Context: an optimization exercise on an open-source flow, tuned for small area. The choices shown serve that exercise and are no tape-out recipe. Only simulation tests tie the RTL to the original design; equivalence was not proved. Power figures rest on the tool's default switching activity, not on a simulated workload.

==> willow <==
==> flow/design.v <==
package ex_pkg;
    localparam logic [3:0] ALU_ADD  = 4'd0;
    localparam logic [3:0] ALU_SUB  = 4'd1;
    localparam logic [3:0] ALU_SLL  = 4'd2;
    localparam logic [3:0] ALU_SLT  = 4'd3;
    localparam logic [3:0] ALU_SLTU = 4'd4;
    localparam logic [3:0] ALU_XOR  = 4'd5;
    localparam logic [3:0] ALU_SRL  = 4'd6;
    localparam logic [3:0] ALU_SRA  = 4'd7;
    localparam logic [3:0] ALU_OR   = 4'd8;
    localparam logic [3:0] ALU_AND  = 4'd9;
    localparam logic [5:0] MD_LAST = 6'd33;
endpackage
module muldiv_iter
(
    input  logic        start,      
    input  logic [2:0]  op,         
    input  logic [2:0]  op_q,       
    input  logic [31:0] a,
    input  logic [31:0] b,
    input  logic        a31_q,      
    input  logic        b31_q,      
    input  logic [5:0]  cnt,        
    input  logic [31:0] hi,
    input  logic [31:0] lo,
    output logic        xs_hi,
    output logic        xs_hish,
    output logic        xs_lo31,
    output logic        x_top,
    output logic        ys_a,
    output logic        ys_b,
    output logic        ys_hi,
    output logic        ys_lo,
    output logic        y_top,
    output logic        inv,
    input  logic [32:0] sum,        
    input  logic        co,
    input  logic [31:0] x_low,      
    output logic        shift,      
    output logic [31:0] hi_d,       
    output logic [31:0] lo_d        
);
    logic is_div, sgn, a_neg, b_neg, mul_a_sgn, mul_b_sgn;
    logic first, step1, last_step, final_c, step;
    logic div0, a_neg0;
    always_comb begin
        first     = (cnt == 6'd0);
        step1     = (cnt == 6'd1);
        last_step = (cnt == 6'd32);
        final_c   = (cnt == ex_pkg::MD_LAST);
        step      = ~first & ~final_c;
        shift     = step;
        div0      = op[2];
        a_neg0    = ~op[0] & a[31];
        is_div    = op_q[2];
        sgn       = ~op_q[0];
        a_neg     = sgn & a31_q;
        b_neg     = sgn & b31_q;
        mul_a_sgn = op_q[1] ^ op_q[0];        
        mul_b_sgn = ~op_q[1] & op_q[0];       
        xs_hi   = step & ~is_div & ~step1;
        xs_hish = step & is_div & ~step1;
        xs_lo31 = step & is_div;
        x_top   = xs_hish ? hi[31] : (xs_hi & mul_a_sgn & hi[31]);
        ys_a  = (first & start & div0) | (step & ~is_div & lo[0]);
        ys_b  = (first & start & ~div0) | (step & is_div);
        ys_hi = final_c & (is_div ? op_q[1] : (op_q[1:0] != 2'd0));
        ys_lo = final_c & ~(is_div ? op_q[1] : (op_q[1:0] != 2'd0));
        y_top = step & (is_div ? b_neg : (lo[0] & mul_a_sgn & a31_q));
        if (first)
            inv = start & div0 & a_neg0;
        else if (final_c)
            inv = is_div & (op_q[1] ? a_neg : (sgn & (a31_q ^ b31_q) & ~(&lo)));
        else if (is_div)
            inv = ~b_neg;
        else
            inv = last_step & mul_b_sgn & lo[0];
        if (is_div) begin
            hi_d = co ? sum[31:0] : x_low;
            lo_d = {lo[30:0], co};
        end else begin
            hi_d = sum[32:1];
            lo_d = {sum[0], lo[31:1]};
        end
    end
endmodule
module ex_add #(
    parameter int W = 33
) (
    input  logic [W-1:0] a,
    input  logic [W-1:0] b,
    input  logic         ci,
    output logic [W-1:0] s,
    output logic         co,
    output logic [W-1:0] p,
    output logic [W-1:0] g
);
    logic [W-1:0] gg, pp;
    logic [W:0]   c;
    always_comb begin
        p  = a ^ b;
        g  = a & b;
        gg = g;
        pp = p;
        gg[0] = g[0] | (p[0] & ci);
        for (int l = 1; l < W; l = l * 2)
            for (int j = 2 * l - 1; j < W; j = j + 2 * l) begin
                gg[j] = gg[j] | (pp[j] & gg[j-l]);
                pp[j] = pp[j] & pp[j-l];
            end
        for (int l = W / 2; l >= 1; l = l / 2)
            for (int j = 3 * l - 1; j < W; j = j + 2 * l) begin
                gg[j] = gg[j] | (pp[j] & gg[j-l]);
                pp[j] = pp[j] & pp[j-l];
            end
        c  = {gg, ci};
        s  = p ^ c[W-1:0];
        co = c[W];
    end
endmodule
module ex_cmp (
    input  logic [31:0] a,
    input  logic [31:0] b,
    input  logic        sgn,
    output logic        lt,
    output logic        eq
);
    logic [31:0] l, e;
    always_comb begin
        for (int i = 0; i < 32; i++) begin
            l[i] = ~a[i] & b[i];
            e[i] = ~(a[i] ^ b[i]);
        end
        l[31] = sgn ? (a[31] & ~b[31]) : (~a[31] & b[31]);
        for (int w = 1; w < 32; w = w * 2)
            for (int j = 0; j < 32; j = j + 2 * w) begin
                l[j] = l[j+w] | (e[j+w] & l[j]);
                e[j] = e[j+w] & e[j];
            end
        lt = l[0];
        eq = e[0];
    end
endmodule
module ex_inc #(
    parameter int W = 30
) (
    input  logic [W-1:0] a,
    output logic [W-1:0] s
);
    localparam int B = 5;
    localparam int N = (W + B - 1) / B;
    logic [N:0] bc;
    logic       c;
    always_comb begin
        bc[0] = 1'b1;
        for (int k = 0; k < N; k++) begin
            c = bc[k];
            for (int i = k * B; i < (k + 1) * B && i < W; i++) begin
                s[i] = a[i] ^ c;
                c    = a[i] & c;
            end
            bc[k+1] = bc[k] & (&a[(k * B) +: B]);
        end
    end
endmodule
module ex_stage
(
    input  logic        clock,
    input  logic        reset,
    input  logic [31:0] d1_in,
    input  logic [31:0] d2_in,
    input  logic [4:0]  rd_in,
    input  logic [31:0] imm_in,
    input  logic [31:0] ctrl_in,
    input  logic [31:0] pc_in,
    output logic        branch,
    output logic [31:0] branch_target,
    output logic        stall,
    output logic [31:0] result_out,
    output logic [31:0] store_data_out,
    output logic [4:0]  rd_out,
    output logic        mem_read_out,
    output logic        mem_write_out,
    output logic        reg_write_out,
    output logic [2:0]  mem_size_out
);
    logic [3:0]  alu_op;
    logic [2:0]  funct3;
    logic        use_imm, br, jal, jalr, lui, auipc, mem_read, mem_write, reg_write;
    logic        muldiv, valid;
    assign alu_op    = ctrl_in[3:0];
    assign funct3    = ctrl_in[6:4];
    assign use_imm   = ctrl_in[7];
    assign br        = ctrl_in[8];
    assign jal       = ctrl_in[9];
    assign jalr      = ctrl_in[10];
    assign lui       = ctrl_in[11];
    assign auipc     = ctrl_in[12];
    assign mem_read  = ctrl_in[13];
    assign mem_write = ctrl_in[14];
    assign reg_write = ctrl_in[15];
    assign muldiv    = ctrl_in[16];
    assign valid     = ctrl_in[31];
    logic [5:0]  cnt_q;
    logic [31:0] res_q, st_q;
    logic [2:0]  sz_q;
    logic        a31_q, b31_q;     
    logic [31:0] op_b;
    logic        sub, lt_sgn, x_pc, x_d1, y_imm, y_d2;
    logic [32:0] ax, ay, sum, p, g;
    logic        ainv, co;
    logic        xs_hi, xs_hish, xs_lo31, x_top, ys_a, ys_b, ys_hi, ys_lo, y_top, md_inv;
    logic        md_shift;
    logic [31:0] md_hi_d, md_lo_d;
    assign op_b     = use_imm ? imm_in : d2_in;
    assign sub      = ~br & ((alu_op == ex_pkg::ALU_SUB) | (alu_op == ex_pkg::ALU_SLT)
                    | (alu_op == ex_pkg::ALU_SLTU));
    assign lt_sgn   = ~br & (alu_op == ex_pkg::ALU_SLT);
    assign x_pc     = br | jal | auipc;
    assign x_d1     = ~muldiv & ~br & ~jal & ~auipc & ~lui;
    assign y_imm    = use_imm | br | jal;
    assign y_d2     = ~muldiv & ~use_imm & ~br & ~jal;
    always_comb begin
        for (int i = 0; i < 32; i++) begin
            ax[i] = (x_d1 & d1_in[i]) | (x_pc & pc_in[i]) | (xs_hi & st_q[i])
                  | (xs_hish & (i == 0 ? res_q[31] & xs_lo31 : st_q[i > 0 ? i-1 : 0]));
            ay[i] = (y_imm & imm_in[i]) | ((y_d2 | ys_b) & d2_in[i])
                  | (ys_a & d1_in[i]) | (ys_hi & st_q[i]) | (ys_lo & res_q[i]);
        end
        ax[0]  = (x_d1 & d1_in[0]) | (x_pc & pc_in[0]) | (xs_hi & st_q[0])
               | (xs_lo31 & res_q[31]);
        ax[32] = x_top | (lt_sgn & d1_in[31]);
        ay[32] = y_top | (lt_sgn & op_b[31]);
        ainv   = md_inv | sub;
    end
    ex_add #(.W(33)) u_add (.a(ax), .b(ay ^ {33{ainv}}), .ci(ainv), .s(sum), .co(co), .p(p), .g(g));
    muldiv_iter u_muldiv (
        .start   (muldiv),
        .op      (funct3),
        .op_q    (sz_q),
        .a31_q   (a31_q),
        .b31_q   (b31_q),
        .a       (d1_in),
        .b       (d2_in),
        .cnt     (cnt_q),
        .hi      (st_q),
        .lo      (res_q),
        .xs_hi   (xs_hi),
        .xs_hish (xs_hish),
        .xs_lo31 (xs_lo31),
        .x_top   (x_top),
        .ys_a    (ys_a),
        .ys_b    (ys_b),
        .ys_hi   (ys_hi),
        .ys_lo   (ys_lo),
        .y_top   (y_top),
        .inv     (md_inv),
        .sum     (sum),
        .co      (co),
        .x_low   (ax[31:0]),
        .shift   (md_shift),
        .hi_d    (md_hi_d),
        .lo_d    (md_lo_d)
    );
    logic        shl;
    logic [31:0] sh_in, sh_r;
    assign shl = (alu_op == ex_pkg::ALU_SLL);
    always_comb begin
        for (int i = 0; i < 32; i++) sh_in[i] = shl ? d1_in[31-i] : d1_in[i];
        sh_r = 32'($signed({(alu_op == ex_pkg::ALU_SRA) & d1_in[31], sh_in}) >>> op_b[4:0]);
    end
    logic        cond, lt_br, eq_br, lt;
    logic [29:0] pc4_hi;
    assign lt = sum[32];
    ex_cmp u_cmp (.a(d1_in), .b(d2_in), .sgn(~funct3[1]), .lt(lt_br), .eq(eq_br));
    ex_inc #(.W(30)) u_pc4 (.a(pc_in[31:2]), .s(pc4_hi));
    assign cond   = funct3[2] ? (lt_br ^ funct3[0]) : (~funct3[1] & (eq_br ^ funct3[0]));
    assign branch = valid & (jal | jalr | (br & cond));
    assign branch_target = {sum[31:1], sum[0] & ~jalr};
    logic [4:0] rd_q;
    logic       mr_q, mw_q, rw_q;
    assign stall = valid & muldiv & (cnt_q != ex_pkg::MD_LAST);
    logic        r_md, r_link, r_sum, r_lt, r_p, r_g, r_srl, r_sll;
    logic [31:0] res_d;
    always_comb begin
        r_md  = stall & md_shift;
        r_link = ~r_md & (jal | jalr);
        r_sum = ~r_md & ~jal & ~jalr & (alu_op == ex_pkg::ALU_ADD || alu_op == ex_pkg::ALU_SUB);
        r_lt  = ~r_md & (alu_op == ex_pkg::ALU_SLT || alu_op == ex_pkg::ALU_SLTU);
        r_p   = ~r_md & (alu_op == ex_pkg::ALU_XOR || alu_op == ex_pkg::ALU_OR);
        r_g   = ~r_md & (alu_op == ex_pkg::ALU_AND || alu_op == ex_pkg::ALU_OR);
        r_srl = ~r_md & (alu_op == ex_pkg::ALU_SRL || alu_op == ex_pkg::ALU_SRA);
        r_sll = ~r_md & shl;
        for (int i = 0; i < 32; i++)
            res_d[i] = (r_md & md_lo_d[i]) | (r_link & (i < 2 ? pc_in[i] : pc4_hi[i < 2 ? 0 : i-2])) | (r_sum & sum[i]) | (r_p & p[i])
                     | (r_g & g[i]) | (r_srl & sh_r[i]) | (r_sll & sh_r[31-i]);
        res_d[0] = res_d[0] | (r_lt & lt);
    end
    always_ff @(posedge clock) begin
        if (reset) begin
            cnt_q <= 6'd0;
            mr_q  <= 1'b0;
            mw_q  <= 1'b0;
            rw_q  <= 1'b0;
        end else begin
            cnt_q <= stall ? cnt_q + 6'd1 : 6'd0;
            mr_q  <= ~stall & valid & mem_read;
            mw_q  <= ~stall & valid & mem_write;
            rw_q  <= ~stall & valid & reg_write;
        end
    end
    always_ff @(posedge clock) begin
        res_q <= res_d;
        st_q  <= stall ? md_hi_d : d2_in;
        rd_q  <= rd_in;
        sz_q  <= funct3;
        a31_q <= d1_in[31];
        b31_q <= d2_in[31];
    end
    assign result_out     = res_q;
    assign store_data_out = st_q;
    assign rd_out         = rd_q;
    assign mem_read_out   = mr_q;
    assign mem_write_out  = mw_q;
    assign reg_write_out  = rw_q;
    assign mem_size_out   = sz_q;
endmodule
==> flow/flow/run.sh <==
#!/bin/bash
# The standard layout with these changes:
#  - synthesis (hierarchical, as config.mk sets) maps the adder and
#    incrementer modules (ex_add, ex_inc) with ORFS's own abc script, and every other module with
#    flow/abc_small.script (resynthesis and area-oriented amap, then
#    buffering and sizing);
#    the rest of synth_recipe.tcl is unchanged;
#  - the smallest buffer (buf_1) on every port instead of the default delay
#    buffer; repair upsizes it where needed;
#  - timing-driven placement keeps none of its trial repairs
#    (GPL_KEEP_OVERFLOW=0); the later repair steps fix what is needed.
# Each tool's output stays in orfs/logs; make's own output goes to make_finish.log.
set -euo pipefail
here=$(pwd)
{
  head -n 1 synth_recipe.tcl
  cat <<EOT
proc abc {args} {
  set i [lsearch -exact \$args -script]
  yosys abc {*}\$args *ex_add* *ex_inc*
  yosys abc {*}[lreplace \$args \$i [expr {\$i + 1}] -script $here/flow/abc_small.script] *ex_add* *ex_inc* %u %n
}
EOT
  tail -n +2 synth_recipe.tcl
} > own_synth.tcl
bash standard.sh "SYNTH_SCRIPT=$here/own_synth.tcl" \
  "BUFFER_PORTS_ARGS=-buffer_cell sky130_fd_sc_hd__buf_1" GPL_KEEP_OVERFLOW=0 finish > make_finish.log 2>&1
==> flow/flow/abc_small.script <==
strash
&get -n
&fraig -x
&put
scorr
dc2
dc2
dch -f
amap
topo
stime -c
buffer -c
upsize -c
dnsize -c
==> flow/standard.sh <==
#!/bin/bash
# synth_recipe.tcl (not shown) runs the flow's synth.tcl, then flattens the netlist and writes it again
# the make line also repeats each setting of config.mk as NAME=value (left out here)
make -C /OpenROAD-flow-scripts/flow DESIGN_CONFIG=/design/flow/config.mk WORK_HOME=/design/flow/orfs CLKGATE_MAP_FILE= SYNTH_SCRIPT=/design/flow/synth_recipe.tcl "${@:-finish}"
==> flow/config.mk <==
export PLATFORM = sky130hd
export DESIGN_NAME = ex_stage
export DESIGN_NICKNAME = ex_stage
export VERILOG_FILES = /design/flow/design.v
export SDC_FILE = /design/flow/constraint.sdc
export NUM_CORES = 4
export LEC_CHECK = 0
export ABC_AREA = 1
export CAP_MARGIN = 20
export CORE_MARGIN = 2
export CORE_UTILIZATION = 40
export SETUP_SLACK_MARGIN = 0.13
export SLEW_MARGIN = 20
export SYNTH_HIERARCHICAL = 1
==> flow/constraint.sdc <==
create_clock -name core_clock -period 7.0 [get_ports {clock}]
set_input_delay 1.4000 -clock core_clock [delete_from_list [all_inputs] [get_ports {clock}]]
set_output_delay 1.4000 -clock core_clock [all_outputs]
set_load 0.01 [all_outputs]
==> zinc (differences from willow) <==
--- a/flow/design.v
+++ b/flow/design.v
@@ -18,8 +18,6 @@
     input  logic [2:0]  op_q,       
     input  logic [31:0] a,
     input  logic [31:0] b,
-    input  logic        a31_q,      
-    input  logic        b31_q,      
     input  logic [5:0]  cnt,        
     input  logic [31:0] hi,
     input  logic [31:0] lo,
@@ -54,8 +52,8 @@
         a_neg0    = ~op[0] & a[31];
         is_div    = op_q[2];
         sgn       = ~op_q[0];
-        a_neg     = sgn & a31_q;
-        b_neg     = sgn & b31_q;
+        a_neg     = sgn & a[31];
+        b_neg     = sgn & b[31];
         mul_a_sgn = op_q[1] ^ op_q[0];        
         mul_b_sgn = ~op_q[1] & op_q[0];       
         xs_hi   = step & ~is_div & ~step1;
@@ -66,11 +64,11 @@
         ys_b  = (first & start & ~div0) | (step & is_div);
         ys_hi = final_c & (is_div ? op_q[1] : (op_q[1:0] != 2'd0));
         ys_lo = final_c & ~(is_div ? op_q[1] : (op_q[1:0] != 2'd0));
-        y_top = step & (is_div ? b_neg : (lo[0] & mul_a_sgn & a31_q));
+        y_top = step & (is_div ? b_neg : (lo[0] & mul_a_sgn & a[31]));
         if (first)
             inv = start & div0 & a_neg0;
         else if (final_c)
-            inv = is_div & (op_q[1] ? a_neg : (sgn & (a31_q ^ b31_q) & ~(&lo)));
+            inv = is_div & (op_q[1] ? a_neg : (sgn & (a[31] ^ b[31]) & ~(&lo)));
         else if (is_div)
             inv = ~b_neg;
         else
@@ -204,7 +202,6 @@
     logic [5:0]  cnt_q;
     logic [31:0] res_q, st_q;
     logic [2:0]  sz_q;
-    logic        a31_q, b31_q;     
     logic [31:0] op_b;
     logic        sub, lt_sgn, x_pc, x_d1, y_imm, y_d2;
     logic [32:0] ax, ay, sum, p, g;
@@ -238,8 +235,6 @@
         .start   (muldiv),
         .op      (funct3),
         .op_q    (sz_q),
-        .a31_q   (a31_q),
-        .b31_q   (b31_q),
         .a       (d1_in),
         .b       (d2_in),
         .cnt     (cnt_q),
@@ -314,8 +309,6 @@
         st_q  <= stall ? md_hi_d : d2_in;
         rd_q  <= rd_in;
         sz_q  <= funct3;
-        a31_q <= d1_in[31];
-        b31_q <= d2_in[31];
     end
     assign result_out     = res_q;
     assign store_data_out = st_q;
- GPL_ROUTABILITY_DRIVEN: unset -> 0
- SETUP_SLACK_MARGIN: 0.13 -> 0.1
==> reports/results.txt <==
The number of gates resized after CTS is 27, and the share of final layout cell area taken by clock buffers and inverters is 2.26%. The tools report the peak supply drop as 0.000130 V. For this run, the number of standard cells in the final layout without fillers is 2211. Final hold analysis gives a worst-case slack of 522 ps. Including well taps, the total number of placed cells is 2154.

The clock network fraction of total power was 19.2%; the number of logic stages on the critical path including buffering was 26. The run finished with no timing, DRC or antenna violations.
-- figures above: willow

==> reports/results.txt <==
The run finished with no timing, DRC or antenna violations. For the clock group, total power comes out at 0.534 mW. At the worst endpoint, the required time is 5600 ps. The count of final hold-check violations was 0. The critical path runs through a total of 25 cells. The number of placed instances, taps included, is 2146. The fraction of the core area covered by cells at the end of the flow was 49.7%.

For the non-filler instance count after layout, the log shows 2197. By startpoint and endpoint, the worst setup path is classified as flop to output pin.
-- figures above: zinc

[port drivers added, routing unchanged]
In the flow no input, the clock included, has a driving cell. The finished layouts below were timed again as built, in two steps.
Step 1 (the two cells are an assumption about what drives the block):
set clk [get_ports {clock}]
set_driving_cell -lib_cell sky130_fd_sc_hd__clkbuf_16 $clk
set_driving_cell -lib_cell sky130_fd_sc_hd__buf_2 [delete_from_list [all_inputs] $clk]
Step 2, shift: input delay + t, output delay - t, t = (earliest + latest rising clock arrival at the registers) / 2. This alone moves slack from input paths to output paths.
Three values: ideal ports, drivers, drivers and shift; two values: the first two.
| run | shift t [ns] | setup WS [ns] | worst register clock-pin slew, ns |
|---|---|---|---|
| willow | 0.412 | 0.126 / 0.076 / -0.102 | 0.09 / 0.09 |
| zinc | 0.409 | 0.130 / 0.080 / -0.162 | 0.08 / 0.08 |
Met with ideal ports but missed after step 2: setup timing in willow and zinc. For zinc, which loses most, drivers alone change the setup slack by -0.050 ns; drivers and shift together by -0.292 ns.
